Source: an optimization exercise on an open RTL-to-GDS flow (aim: small area and a short achievable clock period). Production flows keep margins and buffers that such runs may drop. At most, simulation tests tie the RTL to the original design; equivalence was not proved.

==> module alu_core, before the edit <==
module alu_core
#(
  parameter int DATA_WIDTH = alu_pkg::ALU_DATA_WIDTH
) (
  input  logic                  clk,
  input  logic                  rst_n,
  input  logic [7:0]            i_alu_op,
  input  logic [DATA_WIDTH-1:0] i_a,
  input  logic [DATA_WIDTH-1:0] i_b,
  output logic [DATA_WIDTH-1:0] o_c,
  output logic                  o_zero,
  output logic                  o_div0,
  output logic [DATA_WIDTH-1:0] o_c_q,
  output logic                  o_zero_q
);
  function automatic logic [31:0] cneg(input logic [31:0] x, input logic inv, input logic inc);
    logic [31:0] r;
    logic        any;
    any = 1'b0;
    for (int k = 0; k < 32; k++) begin
      r[k] = x[k] ^ (inv & ~(inc & ~any));
      any  = any | x[k];
    end
    cneg = r;
  endfunction
  logic [3:0]  op;
  logic [31:0] a, b;
  assign op = i_alu_op[3:0];
  assign a  = i_a;
  assign b  = i_b;
  logic valid;
  logic is_add, is_sub, is_and, is_or, is_xor, is_inv, is_slt;
  logic is_sll, is_srl, is_sra, is_mul, is_div, is_rem;
  assign valid  = (i_alu_op[7:4] == 4'd0);
  assign is_add = valid & (op == 4'h0);
  assign is_sub = valid & (op == 4'h1);
  assign is_and = valid & (op == 4'h2);
  assign is_or  = valid & (op == 4'h3);
  assign is_xor = valid & (op == 4'h4);
  assign is_inv = valid & (op == 4'h5);
  assign is_slt = valid & (op == 4'h6);
  assign is_sll = valid & (op == 4'h7);
  assign is_srl = valid & (op == 4'h8);
  assign is_sra = valid & (op == 4'h9);
  assign is_mul = valid & (op == 4'hA);
  assign is_div = valid & (op == 4'hB);
  assign is_rem = valid & (op == 4'hC);
  logic        dm, divrem, addsub, subm, mulm, sgn, b_zero;
  logic [4:0]  sh;
  logic [31:0] onehot, abs_b, bd, dvd, y, lsb, msel, hb;
  assign dm     = op[3] & (op[2] | op[0] | ~op[1]);
  assign divrem = op[3] & (op[2] | (op[1] & op[0]));
  assign addsub = ~op[3] & ~(op[1] & op[0]);
  assign subm   = ~op[3] & (op[1] ^ op[0]);
  assign mulm   = op[3];
  assign sgn    = op[3] & (op[2] | op[0]);
  assign b_zero = (b == 32'd0);
  assign sh     = addsub ? 5'd0 : b[4:0];
  always_comb begin
    for (int k = 0; k < 32; k++) onehot[k] = (sh == k[4:0]);
  end
  assign abs_b = cneg(b, b[31], b[31]);
  assign bd    = divrem ? abs_b : onehot;
  assign dvd   = cneg(a, a[31] & sgn, a[31] & divrem);
  assign y     = dm ? ~bd : (addsub ? (b ^ {32{subm}}) : a);
  assign lsb   = (dm | addsub) ? dvd : 32'd0;
  assign msel  = mulm ? b : onehot;
  always_comb begin
    hb[0] = 1'b0;
    for (int j = 1; j < 32; j++) hb[j] = |(bd >> (32 - j));
  end
  logic [31:0] qsel, f;
  alu_divider u_divider (
    .i_div (dm),
    .i_cin (dm | subm),
    .i_y   (y),
    .i_lsb (lsb),
    .i_msel(msel),
    .i_hb  (hb),
    .o_sel (qsel),
    .o_f   (f)
  );
  logic        negq, n_inv, n_inc;
  logic [31:0] n_x, arr_res;
  assign negq    = (a[31] ^ b[31]) & ~b_zero;
  assign n_x     = (is_div | is_srl | is_sra) ? qsel : f;
  assign n_inc   = (is_div & negq) | (is_rem & a[31]);
  assign n_inv   = n_inc | (is_sra & a[31]);
  assign arr_res = cneg(n_x, n_inv, n_inc);
  logic slt;
  assign slt = (a[31] ^ b[31]) ? a[31] : f[31];
  logic [3:0]  tt;
  logic [31:0] lg;
  assign tt = {is_and | is_or, is_or | is_xor, is_or | is_xor | is_inv, is_inv};
  always_comb begin
    for (int k = 0; k < 32; k++) lg[k] = tt[{a[k], b[k]}];
  end
  logic [31:0] c_d;
  logic        zero_d;
  always_comb begin
    c_d = lg
        | {31'd0, is_slt & slt}
        | ({32{is_add | is_sub | is_sll | is_srl | is_sra | is_mul | is_div | is_rem}} & arr_res);
    zero_d = (c_d == 32'd0);
  end
  assign o_c    = c_d;
  assign o_zero = zero_d;
  assign o_div0 = (is_div | is_rem) & b_zero;
  always_ff @(posedge clk or negedge rst_n) begin
    if (!rst_n) begin
      o_c_q    <= {DATA_WIDTH{1'b0}};
      o_zero_q <= 1'b0;
    end else begin
      o_c_q    <= c_d;
      o_zero_q <= zero_d;
    end
  end
endmodule
clock: 200.0 ns
lec_check: 0
abc_area: 1
cap_margin: 20
core_margin: 2
core_utilization: 40
slew_margin: 20
standard.sh (not shown) runs the stock make flow with config.mk's settings and CLKGATE_MAP_FILE= SYNTH_SCRIPT=/design/flow/synth_recipe.tcl, a recipe that flattens the netlist after the stock synthesis.
==> flow/flow/run.sh <==
#!/bin/bash
set -o pipefail
bash standard.sh SETUP_SLACK_MARGIN=50 SKIP_GATE_CLONING=1 SKIP_PIN_SWAP=1 "BUFFER_PORTS_ARGS=-buffer_cell sky130_fd_sc_hd__buf_2" cts > standard_flow_to_cts.log 2>&1
bash standard.sh finish > standard_flow_finish.log 2>&1
Next try:
--- a/flow/design.v
+++ b/flow/design.v
@@ -111,12 +111,15 @@
 );
   function automatic logic [31:0] cneg(input logic [31:0] x, input logic inv, input logic inc);
     logic [31:0] r;
-    logic        any;
-    any = 1'b0;
-    for (int k = 0; k < 32; k++) begin
-      r[k] = x[k] ^ (inv & ~(inc & ~any));
-      any  = any | x[k];
-    end
+    logic [31:0] any;
+    any = x;
+    for (int l = 0; l < 5; l++) begin
+      for (int k = 31; k >= 0; k--) begin
+        if ((k >> l) & 1) any[k] = any[k] | any[((k >> l) << l) - 1];
+      end
+    end
+    r[0] = x[0] ^ (inv & ~inc);
+    for (int k = 1; k < 32; k++) r[k] = x[k] ^ (inv & ~(inc & ~any[k-1]));
     cneg = r;
   endfunction
   logic [3:0]  op;
After rerunning: The changed run finished clean; critical path depth rose by 20; synthesized area rose by about 2%; worst setup slack is worse by 0.017 ns; design area rose by about 1.3%; flip-flop and latch count is unchanged; hold slack is better by 0.021 ns; routed wire length fell by 1.4%; core utilization fell by 0.32 points; non-clock buffer count rose by 20; via count fell by about 1%; synthesized cell count fell by about 1.6%; cell count fell by about 0.7%.
Only the layout flow was run in the second run of this note; the RTL was not checked for function there.

-- re-timing with driven ports --
Ports are ideal in the flow. The routed layouts listed here were re-timed in OpenROAD.
Step 1, drivers: a clkbuf_16 drives clk and a buf_2 each remaining input, both assumed.
Step 2 also shifts input and output timing later by t, the mid clock arrival at the registers, as if the neighbouring blocks saw the same clock.
Slacks: ideal / step 1 / step 2; pairs: ideal / step 1.
run	t, ns	setup slack, ns	worst register clock-pin slew, ns
the first run	0.323	48.939 / 48.917 / 48.917	0.06 / 0.06
the second run	0.378	48.922 / 48.832 / 48.832	0.09 / 0.09
After both steps every run listed still meets setup and hold. For the second run, which loses most, drivers alone change the setup slack by -0.090 ns; drivers and shift together by -0.090 ns.
